Source: an optimization exercise on an open RTL-to-GDS flow (aim: small area). Production flows keep margins and buffers that such runs may drop.
Function was checked by simulation only, so behaviour that the tests miss may differ from the original.
Power figures rest on the tool's default switching activity, not on a simulated workload.

nickel:
// snitch_vfpr_wb
module snitch_vfpr_wb #(
   parameter int unsigned AddrWidth      = 32,
   parameter int unsigned DataWidth      = 64,
   parameter int unsigned BufDepth       = 4,
   parameter int unsigned MaxOutstanding = 4
) (
   input  logic                     clk_i,
   input  logic                     rst_ni,
   input  logic [AddrWidth-1:0]     res_addr_i,
   input  logic [DataWidth-1:0]     res_data_i,
   input  logic                     res_valid_i,
   output logic                     res_ready_o,
   output logic [AddrWidth-1:0]     wr_q_addr_o,
   output logic [DataWidth-1:0]     wr_q_data_o,
   output logic [DataWidth/8-1:0]   wr_q_strb_o,
   output logic                     wr_q_valid_o,
   input  logic                     wr_q_ready_i,
   input  logic                     wr_p_valid_i,
   input  logic [3*AddrWidth-1:0]   haz_addr_i,
   input  logic [2:0]               haz_en_i,
   output logic                     hazard_o,
   output logic                     idle_o,
   output logic                     err_o
);
Size in the first run: ~2900 cells after synthesis, roughly 310 I/O pins, roughly 0.028 mm² of cells after synthesis.
Settings: LEC_CHECK=0, CAP_MARGIN=10, CORE_MARGIN=2, CORE_UTILIZATION=60, CTS_BUF_LIST=sky130_fd_sc_hd__clkbuf_8, GPL_TIMING_DRIVEN=0, SETUP_SLACK_MARGIN=0.5, SLEW_MARGIN=10; clock period 6.5 ns.
standard.sh (not shown) runs the stock make flow with config.mk's settings and CLKGATE_MAP_FILE= SYNTH_SCRIPT=/design/flow/synth_recipe.tcl, a recipe that flattens the netlist after the stock synthesis.
==> flow/flow/run.sh <==
#!/bin/bash
# Standard ORFS layout (the standard.sh), with these changes:
#  * the buffers Yosys/ABC inserted are removed at floorplan (the resizer re-buffers as needed);
#  * port buffers use the smallest buffer cell instead of the resizer's default pick;
#  * CTS does not add dummy loads.
set -euo pipefail
bash standard.sh \
  "REMOVE_ABC_BUFFERS=1" \
  "BUFFER_PORTS_ARGS=-buffer_cell sky130_fd_sc_hd__buf_1" \
  "CTS_ARGS=-sink_clustering_enable -repair_clock_nets -sink_clustering_size 14 -sink_clustering_max_diameter 60 -buf_list sky130_fd_sc_hd__clkbuf_8 -dont_use_dummy_load" \
  finish > standard_flow.log 2>&1
nickel completed end to end with timing, DRC and antenna clean.
For violet, these inputs were changed with respect to nickel:
diff --git a/flow/flow/run.sh b/flow/flow/run.sh
--- a/flow/flow/run.sh
+++ b/flow/flow/run.sh
@@ -5 +5,2 @@
-#  * CTS does not add dummy loads.
+#  * CTS does not add dummy loads;
+#  * after global routing, gates on paths with slack are downsized (ORFS RECOVER_POWER).
@@ -8,0 +10 @@
+  "RECOVER_POWER=100" \
Notes after the runs:
Via count essentially unchanged between nickel and violet.
Finished, but not clean: violet, with max-capacitance violations, max-slew violations.
violet against nickel: worst path setup slack after routing shrank by 0.039 ns, cell count held steady, share of the cycle needed by the critical path after routing grew by 0.60 points, fraction of final layout cells with drive strength greater than 1 shrank by 0.64 points.
Summary of violet over nickel: die area level; sequential portion of the cell area level.
Input-level comparison between xenon and violet:
Settings: swapping 0.5 for 0.2 in SETUP_SLACK_MARGIN; swapping 10 for 20 in SLEW_MARGIN; swapping 10 for 20 in CAP_MARGIN.
diff --git a/flow/flow/run.sh b/flow/flow/run.sh
--- a/flow/flow/run.sh
+++ b/flow/flow/run.sh
@@ -5,2 +5 @@
-#  * CTS does not add dummy loads;
-#  * after global routing, gates on paths with slack are downsized (ORFS RECOVER_POWER).
+#  * CTS does not add dummy loads.
@@ -10 +8,0 @@
-  "RECOVER_POWER=100" \
==> comparison <==
Having completed the whole flow, xenon delivered a layout that passed the timing, DRC and antenna checks. xenon vs violet — data arrival time at the worst-slack endpoint rose 0.21 ns. ~same via count in violet and xenon. [compare] base=violet new=xenon: wire length saw a decrease; fmax saw a decrease. violet and xenon ended up with nearly the same hold slack. The setup slack of xenon is smaller than that of violet.

* * *

lane 2:
Another version of the RTL of snitch_vfpr_wb (not shown whole).
Size in the first run: ~550 flip-flops, about 28000 um^2 of cells after synthesis.
// snitch_vfpr_wb
module snitch_vfpr_wb #(
   parameter int unsigned AddrWidth      = 32,
   parameter int unsigned DataWidth      = 64,
   parameter int unsigned BufDepth       = 4,
   parameter int unsigned MaxOutstanding = 4
) (
   input  logic                     clk_i,
   input  logic                     rst_ni,
   input  logic [AddrWidth-1:0]     res_addr_i,
   input  logic [DataWidth-1:0]     res_data_i,
   input  logic                     res_valid_i,
   output logic                     res_ready_o,
   output logic [AddrWidth-1:0]     wr_q_addr_o,
   output logic [DataWidth-1:0]     wr_q_data_o,
   output logic [DataWidth/8-1:0]   wr_q_strb_o,
   output logic                     wr_q_valid_o,
   input  logic                     wr_q_ready_i,
   input  logic                     wr_p_valid_i,
   input  logic [3*AddrWidth-1:0]   haz_addr_i,
   input  logic [2:0]               haz_en_i,
   output logic                     hazard_o,
   output logic                     idle_o,
  ...
export LEC_CHECK = 0
export CAP_MARGIN = 20
export CORE_MARGIN = 2
export CORE_UTILIZATION = 60
export CTS_BUF_LIST = sky130_fd_sc_hd__clkbuf_8
export GPL_TIMING_DRIVEN = 0
export SETUP_SLACK_MARGIN = 0.2
export SLEW_MARGIN = 20
create_clock -name core_clock -period 6.5 [get_ports {clk_i}]
==> flow/flow/run.sh <==
#!/bin/bash
# Standard ORFS layout (the standard.sh), with these changes:
#  * the buffers Yosys/ABC inserted are removed at floorplan (the resizer re-buffers as needed);
#  * port buffers use the smallest buffer cell instead of the resizer's default pick;
#  * CTS does not add dummy loads.
set -euo pipefail
bash standard.sh \
  "REMOVE_ABC_BUFFERS=1" \
  "BUFFER_PORTS_ARGS=-buffer_cell sky130_fd_sc_hd__buf_1" \
  "CTS_ARGS=-sink_clustering_enable -repair_clock_nets -sink_clustering_size 12 -sink_clustering_max_diameter 60 -buf_list sky130_fd_sc_hd__clkbuf_8 -dont_use_dummy_load" \
  finish > standard_flow.log 2>&1
What lane 4 does differently from lane 2 at the input level:
--- a/flow/flow/run.sh
+++ b/flow/flow/run.sh
@@ -4 +4 @@
-#  * port buffers use the smallest buffer cell instead of the resizer's default pick;
+#  * port buffers use the a small buffer cell (buf_2) instead of the resizer's default pick;
@@ -9 +9 @@
-  "BUFFER_PORTS_ARGS=-buffer_cell sky130_fd_sc_hd__buf_1" \
+  "BUFFER_PORTS_ARGS=-buffer_cell sky130_fd_sc_hd__buf_2" \
## What came out
Lane 4 ends up with a sequential share of layout area that is 0.36 points lower than in lane 2.
Delta (lane 4 minus lane 2): detailed-route DRC error count comparable, global routing usage on met3 now smaller.
Count of inserted tapcells came out exactly the same in lane 2 and lane 4.
Comparing routed wire length for lane 2 and lane 4, the bigger number came from lane 2.
Cell-internal power across lane 2 and lane 4: no real change.
The standard cells in lane 4 occupy more silicon area than those in lane 2 do.
Going from lane 2 to lane 4, number of DRC violations after detailed-routing iteration 0 shrank by a little under 10%.

* * *

RTL: one of the versions met above, not the one the previous note started from.
Size: about 310 I/O pins, ~0.028 mm^2 of cells after synthesis.
Settings: LEC_CHECK=0, CAP_MARGIN=20, CORE_MARGIN=2, CORE_UTILIZATION=60, CTS_BUF_LIST=sky130_fd_sc_hd__clkbuf_4, GPL_TIMING_DRIVEN=0, SETUP_SLACK_MARGIN=0.4, SLEW_MARGIN=20; clock period 6.5 ns.
==> flow/flow/run.sh <==
#!/bin/bash
# Standard ORFS layout (the standard.sh), with these changes:
#  * the buffers Yosys/ABC inserted are removed at floorplan (the resizer re-buffers as needed);
#  * port buffers use the smallest buffer cell instead of the resizer's default pick;
#  * CTS does not add dummy loads.
set -euo pipefail
bash standard.sh \
  "REMOVE_ABC_BUFFERS=1" \
  "BUFFER_PORTS_ARGS=-buffer_cell sky130_fd_sc_hd__buf_1" \
  "CTS_ARGS=-sink_clustering_enable -repair_clock_nets -sink_clustering_size 9 -sink_clustering_max_diameter 50 -buf_list sky130_fd_sc_hd__clkbuf_4 -dont_use_dummy_load" \
  finish > standard_flow.log 2>&1
Edit:
--- a/flow/flow/run.sh
+++ b/flow/flow/run.sh
@@ -10 +10 @@
-  "CTS_ARGS=-sink_clustering_enable -repair_clock_nets -sink_clustering_size 9 -sink_clustering_max_diameter 50 -buf_list sky130_fd_sc_hd__clkbuf_4 -dont_use_dummy_load" \
+  "CTS_ARGS=-sink_clustering_enable -repair_clock_nets -sink_clustering_size 14 -sink_clustering_max_diameter 60 -buf_list sky130_fd_sc_hd__clkbuf_8 -dont_use_dummy_load" \
- CTS_BUF_LIST: sky130_fd_sc_hd__clkbuf_4 -> sky130_fd_sc_hd__clkbuf_8
- SETUP_SLACK_MARGIN: 0.4 -> 0.5
Result: Clock-buffer cell count goes down by 24. Via count is lower slightly. Maximum frequency decreases slightly. Worst hold slack improves by 0.0083 ns. Final area stays flat. Clock skew goes down by 0.066 ns. Area after synthesis does not change. Final cell count shrinks slightly.

* * *

snitch_vfpr_wb, a different RTL version from the one above (not shown whole).
For scale: roughly 540 flip-flops, ~310 I/O pins, ~0.028 mm^2 of cells after synthesis.
==> flow/config.mk <==
export PLATFORM = sky130hd
export DESIGN_NAME = snitch_vfpr_wb
export DESIGN_NICKNAME = snitch_vfpr_wb
export VERILOG_FILES = /design/flow/design.v
export SDC_FILE = /design/flow/constraint.sdc
export NUM_CORES = 4
export LEC_CHECK = 0
export CAP_MARGIN = 20
export CORE_MARGIN = 2
export CORE_UTILIZATION = 60
export CTS_BUF_LIST = sky130_fd_sc_hd__clkbuf_4
export GPL_TIMING_DRIVEN = 0
export SETUP_SLACK_MARGIN = 0.4
export SLEW_MARGIN = 20
==> flow/constraint.sdc <==
create_clock -name core_clock -period 6.5 [get_ports {clk_i}]
set_input_delay 1.3000 -clock core_clock [delete_from_list [all_inputs] [get_ports {clk_i}]]
set_output_delay 1.3000 -clock core_clock [all_outputs]
set_load 0.01 [all_outputs]
==> flow/flow/run.sh <==
#!/bin/bash
# Standard ORFS layout (the standard.sh), with these changes:
#  * the buffers Yosys/ABC inserted are removed at floorplan (the resizer re-buffers as needed);
#  * port buffers use the smallest buffer cell instead of the resizer's default pick;
#  * CTS does not add dummy loads.
set -euo pipefail
bash standard.sh \
  "REMOVE_ABC_BUFFERS=1" \
  "BUFFER_PORTS_ARGS=-buffer_cell sky130_fd_sc_hd__buf_1" \
  "CTS_ARGS=-sink_clustering_enable -repair_clock_nets -sink_clustering_size 9 -sink_clustering_max_diameter 50 -buf_list sky130_fd_sc_hd__clkbuf_4 -dont_use_dummy_load" \
  finish > standard_flow.log 2>&1
Rerun with:
--- a/flow/flow/run.sh
+++ b/flow/flow/run.sh
@@ -9,3 +9,3 @@
   "BUFFER_PORTS_ARGS=-buffer_cell sky130_fd_sc_hd__buf_1" \
-  "CTS_ARGS=-sink_clustering_enable -repair_clock_nets -sink_clustering_size 9 -sink_clustering_max_diameter 50 -buf_list sky130_fd_sc_hd__clkbuf_4 -dont_use_dummy_load" \
+  "CTS_ARGS=-sink_clustering_enable -repair_clock_nets -sink_clustering_size 14 -sink_clustering_max_diameter 60 -buf_list sky130_fd_sc_hd__clkbuf_8 -dont_use_dummy_load" \
   finish > standard_flow.log 2>&1
Settings changed: CTS_BUF_LIST sky130_fd_sc_hd__clkbuf_4 to sky130_fd_sc_hd__clkbuf_8, SETUP_SLACK_MARGIN 0.4 to 0.5.
What happened:
- worst hold slack improves by 0.048 ns
- via count drops by 0.43%
- utilization climbs by 0.26 points
- non-clock buffer count stays the same
- combinational power is about the same
- power climbs by 1.2%
- synthesized cell count is unchanged
- global-route usage drops by 0.43 points
- worst setup slack degrades by 0.048 ns
- wire length drops by 0.43%
- die area is unchanged

-- re-timing with driven ports --
In the flow no input, the clock included, has a driving cell. The finished layouts below were timed again as built, in two steps. Step 1, drivers: a clkbuf_16 drives clk_i and a buf_2 each remaining input, both assumed. Step 2, shift: input delay + t, output delay - t, t = (earliest + latest rising clock arrival at the registers) / 2. This alone moves slack from input paths to output paths. a / b / c = ideal / step 1 / step 2; a / b = the first two.
run	t, ns	setup WS [ns]	worst setup path at the end	clock arrival spread, ns
nickel	0.723	0.422 / 0.390 / 0.390	input to output	0.051 / 0.052
violet	0.730	0.383 / 0.350 / 0.350	input to output	0.058 / 0.057
xenon	0.738	0.172 / 0.141 / 0.141	input to output	0.065 / 0.065
lane 2	0.709	0.187 / 0.150 / 0.150	input to output	0.083 / 0.083
lane 4	0.725	0.640 / 0.614 / 0.614	input to output	0.111 / 0.111
the first run of note 3	0.908	0.254 / 0.188 / 0.188	input to output	0.128 / 0.128
the second run of note 3	0.742	0.225 / 0.194 / 0.194	input to output	0.057 / 0.057
the first run of note 4	0.914	0.490 / 0.459 / 0.459	input to output	0.139 / 0.139
the second run of note 4	0.750	0.441 / 0.407 / 0.407	input to output	0.111 / 0.111
For the first run of note 3, which loses most, drivers alone change the setup slack by -0.066 ns; drivers and shift together by -0.066 ns.
